What follows belongs to an exercise in optimizing a design on an open flow for small area; a production flow would make more cautious choices. The RTL was checked by simulation tests, not by an equivalence proof against the original design.

==> flow/design.v (outline; a module is shown in full before it is edited, if it fits) <==
// module conv1_weight_regs: 18 lines
// module conv1_line_buffer: 41 lines
// module conv1_filter_array: 3332 lines
// module conv1_sum_rows: 33 lines
// module conv1_fa: 10 lines
// module conv1_max_pool: 58 lines
// module conv1_top: 69 lines
module conv1_top (
    input  logic         clk_i,
    input  logic         reset_i,
    input  logic         pixel_valid_i,
    input  logic [7:0]   pixel_i,
    input  logic         sof_i,
    input  logic         wght_we_i,
    input  logic [4:0]   wght_addr_i,
    input  logic [7:0]   wght_data_i,
    output logic         pool_valid_o,
    output logic [39:0]  pool_data_o
);
  // ...
==> flow/run.sh <==
#!/bin/bash
# synth_recipe.tcl (not shown) runs the flow's synth.tcl, then flattens the netlist and writes it again
# the make line also repeats each setting of config.mk as NAME=value (left out here)
make -C /OpenROAD-flow-scripts/flow DESIGN_CONFIG=/design/flow/config.mk WORK_HOME=/design/flow/orfs CLKGATE_MAP_FILE= SYNTH_SCRIPT=/design/flow/synth_recipe.tcl finish
==> flow/config.mk <==
export PLATFORM = sky130hd
export DESIGN_NAME = conv1_top
export DESIGN_NICKNAME = conv1_top
export VERILOG_FILES = /design/flow/design.v
export SDC_FILE = /design/flow/constraint.sdc
export NUM_CORES = 4
export LEC_CHECK = 0
export CAP_MARGIN = 20
export CORE_MARGIN = 2
export CORE_UTILIZATION = 40
export SLEW_MARGIN = 20
export SYNTH_HIERARCHICAL = 1
export SYNTH_MINIMUM_KEEP_SIZE = 0
==> flow/constraint.sdc <==
create_clock -name core_clock -period 6.5 [get_ports {clk_i}]
set_input_delay 1.3000 -clock core_clock [delete_from_list [all_inputs] [get_ports {clk_i}]]
set_output_delay 1.3000 -clock core_clock [all_outputs]
set_load 0.01 [all_outputs]
==> run notes, run 1 <==
Multi-input logic area -> 29600 um2
Post-route setup slack -> 182 ps
Worst rel slew slack -> 23.5%
Final net count -> 4697
Maximum clock insertion buffer count -> 3
CTS sink count -> 490
Grt met2 use -> 37.4%
Gr usage total -> 25.6%
DR vias/cell -> 5.58
RePlAce Congestion -> 1.01
CP Buf/Inv Count -> 3
Worst-margin pin slew -> 1140 ps
Worst Hold Class -> register to register
CTS tree -> built
Final clock-cell share -> 4.16%
Post-DP Area -> 47300 um2
Critical Path Sink -> pool_data_o[33]
Fillers -> 10200
Hold path startpoint -> conv1_line_buffer_inst.win_rodd_o
Fraction of cell area in non-clock buffers -> 3.19%
Die W -> 342 um
Area growth, synth to finish -> 8.82%
Largest net degree at the start of global routing -> 58
R2R depth -> 11
Initial antenna violation count -> 4
CTS Hold Bufs -> 0
Sequential share of cell area -> 28.1%
Commonest non-fill, non-tap cell in the layout -> fa_1
Ys Warns -> 19
Slew Limit Fails -> 0
Delay-heaviest family, CP -> adder cells
Tcrit/Tclk final -> 97.2%
DRT iter0 DRCs -> 3303
Setup WS pre-CTS -> 249 ps
Status -> complete, no violations
Clk Latency, worst-skew pair -> 710 ps
DP HPWL -> 120000 um
Antenna cell count -> 1
Worst Hold Slack -> 346 ps
Fin area -> 49600 um2
Cells after DPL -> 4931
Reg-to-reg slack, setup -> 550 ps
==> module conv1_line_buffer, before the edit <==
module conv1_line_buffer (
    input  logic         clk_i,
    input  logic         reset_i,
    input  logic         pixel_valid_i,
    input  logic [7:0]   pixel_i,
    input  logic         sof_i,
    output logic [151:0] sr_o,
    output logic [71:0]  tapn_o,
    output logic         win_valid_o,
    output logic         win_rodd_o,
    output logic         win_codd_o
);
    logic [5:0] pos_q;
    logic [5:0] pos_c;
    assign pos_c = sof_i ? 6'd0 : pos_q;
    always_comb begin
        for (int kr = 0; kr < 3; kr++) begin
            for (int kc = 0; kc < 3; kc++) begin
                tapn_o[8*(3*kr+kc) +: 8] = ~sr_o[8*((2-kr)*8 + 2 - kc) +: 8];
            end
        end
    end
    always_ff @(posedge clk_i) begin
        if (reset_i) begin
            pos_q       <= '0;
            win_valid_o <= 1'b0;
        end else begin
            win_valid_o <= pixel_valid_i && (pos_c[5:4] != 2'b00) && (pos_c[2:1] != 2'b00);
            if (pixel_valid_i) begin
                pos_q <= pos_c + 6'd1;
            end
        end
    end
    always_ff @(posedge clk_i) begin
        if (pixel_valid_i) begin
            sr_o       <= {sr_o[143:0], pixel_i};
            win_rodd_o <= pos_c[3];
            win_codd_o <= pos_c[0];
        end
    end
endmodule
==> module conv1_max_pool, before the edit <==
module conv1_max_pool (
    input  logic         clk_i,
    input  logic         reset_i,
    input  logic         sum_valid_i,
    input  logic         sum_rodd_i,
    input  logic         sum_codd_i,
    input  logic [39:0]  sum_a_i,
    input  logic [39:0]  sum_b_i,
    input  logic [39:0]  sum_c_i,
    output logic         pool_valid_o,
    output logic [39:0]  pool_data_o
);
    logic [18:0] q0_q [2];
    logic [18:0] q1_q [2];
    logic [18:0] q2_q [2];
    logic [18:0] max_c [2];
    logic [19:0] sum_c [2];
    for (genvar f = 0; f < 2; f++) begin : g_sum
        conv1_sum_rows sum_rows_inst (
            .a_i   (sum_a_i[20*f +: 20]),
            .b_i   (sum_b_i[20*f +: 20]),
            .c_i   (sum_c_i[20*f +: 20]),
            .sum_o (sum_c[f])
        );
    end
    always_comb begin
        for (int f = 0; f < 2; f++) begin
            logic [18:0] other;
            logic [19:0] s;
            s = sum_c[f];
            if (sum_codd_i) begin
                other = q0_q[f];
            end else if (sum_rodd_i) begin
                other = q2_q[f];
            end else begin
                other = '0;
            end
            if (!s[19] && s[18:0] > other) begin
                max_c[f] = s[18:0];
            end else begin
                max_c[f] = other;
            end
            pool_data_o[20*f +: 20] = {1'b0, max_c[f]};
        end
    end
    assign pool_valid_o = sum_valid_i && sum_rodd_i && sum_codd_i;
    always_ff @(posedge clk_i) begin
        if (sum_valid_i) begin
            for (int f = 0; f < 2; f++) begin
                q0_q[f] <= max_c[f];
                if (!sum_codd_i) begin
                    q1_q[f] <= q0_q[f];
                    q2_q[f] <= q1_q[f];
                end
            end
        end
    end
endmodule
==> run 2, diff against run 1 <==
--- a/flow/design.v
+++ b/flow/design.v
@@ -68,11 +68,13 @@
     end
     always_ff @(posedge clk_i) begin
         if (pixel_valid_i) begin
-            sr_o       <= {sr_o[143:0], pixel_i};
-            win_rodd_o <= pos_c[3];
-            win_codd_o <= pos_c[0];
+            sr_o <= {sr_o[143:0], pixel_i};
         end
     end
+    always_ff @(posedge clk_i) begin
+        win_rodd_o <= pos_c[3];
+        win_codd_o <= pos_c[0];
+    end
 endmodule
 `default_nettype wire
 `default_nettype none
@@ -3487,30 +3489,34 @@
             logic [18:0] other;
             logic [19:0] s;
             s = sum_c[f];
-            if (sum_codd_i) begin
+            if (sum_codd_i || !sum_valid_i) begin
                 other = q0_q[f];
             end else if (sum_rodd_i) begin
                 other = q2_q[f];
             end else begin
                 other = '0;
             end
-            if (!s[19] && s[18:0] > other) begin
+            if (sum_valid_i && !s[19] && s[18:0] > other) begin
                 max_c[f] = s[18:0];
             end else begin
                 max_c[f] = other;
             end
-            pool_data_o[20*f +: 20] = {1'b0, max_c[f]};
         end
     end
-    assign pool_valid_o = sum_valid_i && sum_rodd_i && sum_codd_i;
     always_ff @(posedge clk_i) begin
-        if (sum_valid_i) begin
-            for (int f = 0; f < 2; f++) begin
-                q0_q[f] <= max_c[f];
-                if (!sum_codd_i) begin
-                    q1_q[f] <= q0_q[f];
-                    q2_q[f] <= q1_q[f];
-                end
+        if (reset_i) begin
+            pool_valid_o <= 1'b0;
+        end else begin
+            pool_valid_o <= sum_valid_i && sum_rodd_i && sum_codd_i;
+        end
+    end
+    assign pool_data_o = {1'b0, q0_q[1], 1'b0, q0_q[0]};
+    always_ff @(posedge clk_i) begin
+        for (int f = 0; f < 2; f++) begin
+            q0_q[f] <= max_c[f];
+            if (sum_valid_i && !sum_codd_i) begin
+                q1_q[f] <= q0_q[f];
+                q2_q[f] <= q1_q[f];
             end
         end
     end
--- a/flow/config.mk
+++ b/flow/config.mk
@@ -7,7 +7,8 @@
 export LEC_CHECK = 0
 export CAP_MARGIN = 20
 export CORE_MARGIN = 2
-export CORE_UTILIZATION = 40
+export CORE_UTILIZATION = 55
+export CTS_BUF_LIST = sky130_fd_sc_hd__clkbuf_8
 export SLEW_MARGIN = 20
 export SYNTH_HIERARCHICAL = 1
 export SYNTH_MINIMUM_KEEP_SIZE = 0
==> run notes, run 2 <==
Worst Hold Class -> register to register
Ports -> 67
CTS root buf -> clkbuf_8
Commonest non-fill, non-tap cell in the layout -> fa_1
Clock Skew -> 75.2 ps
Fin area -> 48300 um2 (-2.6%)
Tcrit/Tclk final -> 93.8% (-3.4 points)
Setup WS pre-CTS -> 559 ps (+310 ps)
Initial antenna violation count -> 2 (-2)
Ys Warns -> 19 (unchanged)
F_max -> 0.164 GHz
Req. time, crit path -> 7130 ps
Core area -> 82000 um2
Register area -> 13600 um2
Vias in the first global route -> 32400
Post-Route WL -> 153000 um
Rows -> 105
Router iterations before antenna repair -> 7
RePlAce Congestion -> 0.999 (-0.96%)
Slowest cell on crit path -> inv_1
Multi-input logic area -> 29800 um2 (+0.41%)
First-pass GRT wire length -> 222000 um
Worst rel slew slack -> 29.2% (+5.7 points)
Setup-failing EPs final -> 0
Share of layout cells above drive strength 1 -> 7.00%
DR vias/cell -> 6.14 (+10%)
Final net count -> 4760 (+1.3%)
CTS Hold Bufs -> 0 (unchanged)
Grt ovf -> 0
Initial cell density of the core -> 55.5%
Crit path cell chain -> inv_1 -> buf_4 -> nor2_1 -> fa_1 -> fa_1 -> fa_1 -> fa_1 -> fa_1 -> fa_1 -> fa_1 -> fa_1 -> fa_1
Post-DP Area -> 46500 um2 (-1.6%)
Number of gates resized after cts -> 0
DRT iter0 DRCs -> 3635 (+10%)
Area growth, synth to finish -> 6.25%
CP dominant cell by count -> fa_1
Htree depth -> 3
Slew Limit Fails -> 0 (unchanged)
DRT antenna net count -> 0
Clk Latency, worst-skew pair -> 800 ps (+90 ps)
CP endpoint kind -> register
Die W -> 292 um (-15%)
Final hold vios -> 0
Setup_tns -> 0 ps
Number of flip-flops in the largest register -> 152
Top flop regs -> conv1_line_buffer_inst.sr_o x152, conv1_weight_regs_inst.weights_o x144
Most frequent cells in the layout -> fa_1, nor2_1, edfxtp_1
Avg Inst Size Synth -> 12.8 um2
Status -> complete, no violations
Worst Hold Slack -> 325 ps (-21.1 ps)
Most flop-heavy register -> conv1_line_buffer_inst.sr_o
Cts bufs inserted -> 88
I/O Buffers -> 64
Setup CP Type -> register to register
Setup Buffers After CTS -> 0
Fillers -> 6675 (-34%)
Gr usage total -> 37.6% (+12 points)
Data arrival, critical path -> 6720 ps
Maximum clock insertion buffer count -> 3 (unchanged)
Worst setup SP type -> register
Largest net degree at the start of global routing -> 121 (+110%)
Clk slew on worst S/H paths -> 60 ps
Post-Synthesis Cells -> 3560
Post-route setup slack -> 404 ps (+222 ps)
Min cycle time layout -> 6100 ps
DP HPWL -> 126000 um (+5.1%)
Worst-margin pin slew -> 1060 ps (-82.6 ps)
CTS sink count -> 491 (+0.20%)
DIE HEIGHT -> 292 um
Die area -> 85000 um2
DR vias -> 29000
Max FO, Critical Path -> 11
DRC viols -> 0
Wire length per cell -> 32.5 um
CP max stage delay -> 670 ps
CTS tree -> built
Maxcap violations -> 0
Unrepaired setup endpoints after global routing -> false
Mapped Area -> 45500 um2
## run 2: cell types whose count changed in the layout (fill, tap and decap cells not counted), moves of 34 or more
cell / change
clkbuf_8: +93
clkbuf_16: -57
dfxtp_1: +43
a21oi_1: +41
edfxtp_1: -40
clkdlybuf4s50_1: +38
a22oi_1: -34
and3_1: +34
## run 2: final cells by class
cell class                      instances  share of cell area (%)
Antenna cell                            2                  0.0104
Clock buffer                           96                    2.73
Clock inverter                         69                   0.919
Inverter                              137                    1.07
Multi-Input combinational cell       2690                    61.6
Sequential cell                       491                    28.1
Tap cell                             1070                    2.77
Timing Repair Buffer                  160                    2.85
## run 2: per-layer routing
layer  GRT usage [%]  wire, um  vias up
li1                -         -    11200
met4            21.5     10900        2
met3            12.2     18800      430
met5           0.510         9        -
met1            48.9     55400    15300
met2            56.0     68200     2037
## run 2: final timing paths
| path | start | endpoint | slack, ps | cells after the start |
|---|---|---|---|---|
| hold / removal | conv1_line_buffer_inst.win_rodd_o | conv1_filter_array_inst.sum_rodd_o | 320 | 0 |
| hold reg to reg | conv1_line_buffer_inst.win_rodd_o | conv1_filter_array_inst.sum_rodd_o | 320 | 0 |
| setup / recovery | conv1_line_buffer_inst.sr_o[82] | conv1_filter_array_inst.sum_a_o[28] | 400 | 12 |
| setup reg to reg | conv1_line_buffer_inst.sr_o[82] | conv1_filter_array_inst.sum_a_o[28] | 400 | 12 |
## run 2: metrics by stage
stage          std cells  utilization (%)
2_1_floorplan       3562                -
3_3_place_gp        4548             56.8
3_5_place_dp        4548             56.8
4_1_cts             4713             58.9
5_1_grt             4715             58.9
6_report            4715             58.9
## run 2: worst max-delay path: cells and delay by family (launching register included)
kind                       cells  cell delay [ps]
adders and majority gates      9             4280
buffers and inverters          2              930
and+or+nand+nor                1               70
DFF                            1              630
==> run 3, diff against run 2 <==
--- a/flow/config.mk
+++ b/flow/config.mk
@@ -7,8 +7,7 @@
 export LEC_CHECK = 0
 export CAP_MARGIN = 20
 export CORE_MARGIN = 2
-export CORE_UTILIZATION = 55
-export CTS_BUF_LIST = sky130_fd_sc_hd__clkbuf_8
+export CORE_UTILIZATION = 40
 export SLEW_MARGIN = 20
 export SYNTH_HIERARCHICAL = 1
 export SYNTH_MINIMUM_KEEP_SIZE = 0
==> run notes, run 3 <==
Worst R2R Start -> conv1_line_buffer_inst.sr_o[19]
Ys Warns -> 19 (unchanged)
Worst Hold Class -> register to register
Ports -> 67 (unchanged)
Vias in the first global route -> 31300 (-3.3%)
Final std cells w/o fill -> 5081 (+7.8%)
DR vias/cell -> 5.61 (-8.7%)
Maximum clock insertion buffer count -> 3 (unchanged)
Mapped Area -> 45500 um2 (unchanged)
Rows -> 123 (+17%)
Area growth, synth to finish -> 7.98%
Clk slew on worst S/H paths -> 70 ps (about the same)
Clk Latency, worst-skew pair -> 690 ps (-110 ps)
CP startpoint -> conv1_line_buffer_inst.sr_o[19]
R2R depth -> 12 (unchanged)
CTS tree -> built
Max FO, Critical Path -> 8 (-3)
Number of gates resized after cts -> 0 (unchanged)
DRT iter0 DRCs -> 3199 (-12%)
Most frequent cells in the layout -> fa_1, nor2_1, edfxtp_1
Most flop-heavy register -> conv1_line_buffer_inst.sr_o
Antenna cell count -> 0 (-2)
CTS Hold Bufs -> 0 (unchanged)
Die area -> 116000 um2 (+37%)
Setup CP Type -> register to register
Gr usage total -> 26.1% (-11 points)
DR vias -> 28500 (-1.6%)
Worst rel slew slack -> 22.4% (-6.8 points)
DP HPWL -> 121000 um (-4.3%)
Post-Route WL -> 148000 um (-3.6%)
Reg-to-reg slack, setup -> 580 ps (+180 ps)
Clock Skew -> 50.0 ps (-25.3 ps)
Commonest non-fill, non-tap cell in the layout -> fa_1
Slowest cell on crit path -> inv_1
Avg Inst Size Synth -> 12.8 um2 (unchanged)
I/O Buffers -> 64 (unchanged)
Die W -> 341 um (+17%)
Data arrival, critical path -> 6460 ps (-260 ps)
Critical Path Sink -> conv1_filter_array_inst.sum_b_o[31]
Min cycle time layout -> 5920 ps (-176 ps)
Initial cell density of the core -> 40.4% (-15 points)
CTS sink count -> 491 (unchanged)
Router iterations before antenna repair -> 6 (-1)
F_max -> 0.169 GHz (+3.0%)
Top flop regs -> conv1_line_buffer_inst.sr_o x152, conv1_weight_regs_inst.weights_o x144
First-pass GRT wire length -> 217000 um (-2.4%)
Core area -> 113000 um2 (+37%)
Maxcap violations -> 0 (unchanged)
Req. time, crit path -> 7040 ps (-90 ps)
DIE HEIGHT -> 341 um (+17%)
Slew Limit Fails -> 0 (unchanged)
Setup_tns -> 0 ps (unchanged)
Grt ovf -> 0 (unchanged)
CP max stage delay -> 660 ps (about the same)
Final net count -> 4725 (-0.74%)
Worst-margin pin slew -> 1160 ps (+102 ps)
Unrepaired setup endpoints after global routing -> false
Crit path cell chain -> inv_1 -> buf_4 -> nor2_1 -> fa_1 -> fa_1 -> fa_1 -> fa_1 -> fa_1 -> fa_1 -> fa_1 -> fa_1 -> fa_1
CP dominant cell by count -> fa_1
Post-Synthesis Cells -> 3560 (unchanged)
Cells after DPL -> 4974 (+9.4%)
Status -> complete, no violations
RePlAce Congestion -> 0.995 (-0.41%)
Largest net degree at the start of global routing -> 106 (-12%)
Share of layout cells above drive strength 1 -> 6.14% (-0.86 points)
Final hold vios -> 0 (unchanged)
CP endpoint kind -> register
Cts bufs inserted -> 57 (-35%)
Worst setup SP type -> register
Htree depth -> 2 (-1)
Initial antenna violation count -> 1 (-1)
FF-to-FF End -> conv1_filter_array_inst.sum_b_o[31]
Setup Buffers After CTS -> 0 (unchanged)
Setup-failing EPs final -> 0 (unchanged)
DRT antenna net count -> 0 (unchanged)
Wire length per cell -> 29.1 um (-11%)
Number of flip-flops in the largest register -> 152 (unchanged)
DRC viols -> 0 (unchanged)
Tcrit/Tclk final -> 91.1% (-2.7 points)
CTS root buf -> clkbuf_16
run 3: critical path, delay by kind of cell (launching register included):
family	cells	cell delay (ps)
fa+ha+maj	9	4240
buf+inv	2	960
flops	1	480
simple gates	1	80
run 3: routing by layer:
metal / track usage (%) / part of all wire, % / routed length, um / vias up
met1: 35.8 / 38 / 56200 / 15100
met4: 11.1 / 5.1 / 7560 / 2
met3: 8.19 / 13 / 19600 / 289
met5: 0 / 0.0095 / 14 / -
met2: 38.5 / 44 / 64500 / 1974
li1: - / - / - / 11100
run 3: worst min path at each step:
stage,startpoint,to,slack [ps],cells past startpoint
3_3_place_gp,conv1_line_buffer_inst.win_codd_o,conv1_filter_array_inst.sum_codd_o,310,0
3_5_place_dp,conv1_line_buffer_inst.win_codd_o,conv1_filter_array_inst.sum_codd_o,320,0
2_1_floorplan,conv1_line_buffer_inst.win_codd_o,conv1_filter_array_inst.sum_codd_o,310,0
5_1_grt,conv1_line_buffer_inst.win_codd_o,conv1_filter_array_inst.sum_codd_o,330,0
6_report,conv1_line_buffer_inst.win_codd_o,conv1_filter_array_inst.sum_codd_o,330,0
4_1_cts,conv1_line_buffer_inst.win_codd_o,conv1_filter_array_inst.sum_codd_o,330,0
run 3: final cells by class:
type                    count  area (um2)
multi-input cells        2690       29800
fillers                 10400       63600
repair buffers            156        1350
clock inverters            35         527
well taps                1500        1880
clock buffers              72        1510
inverters                 137         515
flip-flops and latches    491       13600
run 3: through the flow:
stage / hold WS, ps / area, um2 / util (%) / setup WS (ps)
after global placement: 311 / 47100 / 41.8 / 738
final: 329 / 49100 / 43.6 / 580
after floorplan: 310 / 45500 / - / 1480
after global routing: 335 / 49100 / 43.6 / 477
after CTS: 333 / 49100 / 43.6 / 646
after detailed placement: 317 / 47100 / 41.8 / 706

==> static timing again, ports no longer ideal <==
Ports are ideal in the flow. The routed layouts listed here were re-timed in OpenROAD. Step 1 sets driving cells, clkbuf_16 on the clock port and buf_2 on the other inputs (assumed; they add their load-dependent delay and slew). Step 2 also shifts input and output timing later by t, the mid clock arrival at the registers, as if the neighbouring blocks saw the same clock. Three values: ideal, step 1, step 2; two values: the first two.
run | t (ns) | setup WS [ns] | hold WS [ns] | latest minus earliest clock arrival (ns) | slew at the worst register clock pin (ns)
run 1 | 0.754 | 0.182 / 0.111 / 0.546 | 0.346 / 0.346 / 0.346 | 0.060 / 0.060 | 0.07 / 0.07
run 2 | 0.828 | 0.404 / 0.404 / 0.404 | 0.325 / 0.325 / 0.325 | 0.080 / 0.079 | 0.07 / 0.07
run 3 | 0.740 | 0.580 / 0.580 / 0.580 | 0.329 / 0.329 / 0.329 | 0.051 / 0.051 | 0.07 / 0.07
After both steps every run listed still meets setup and hold.
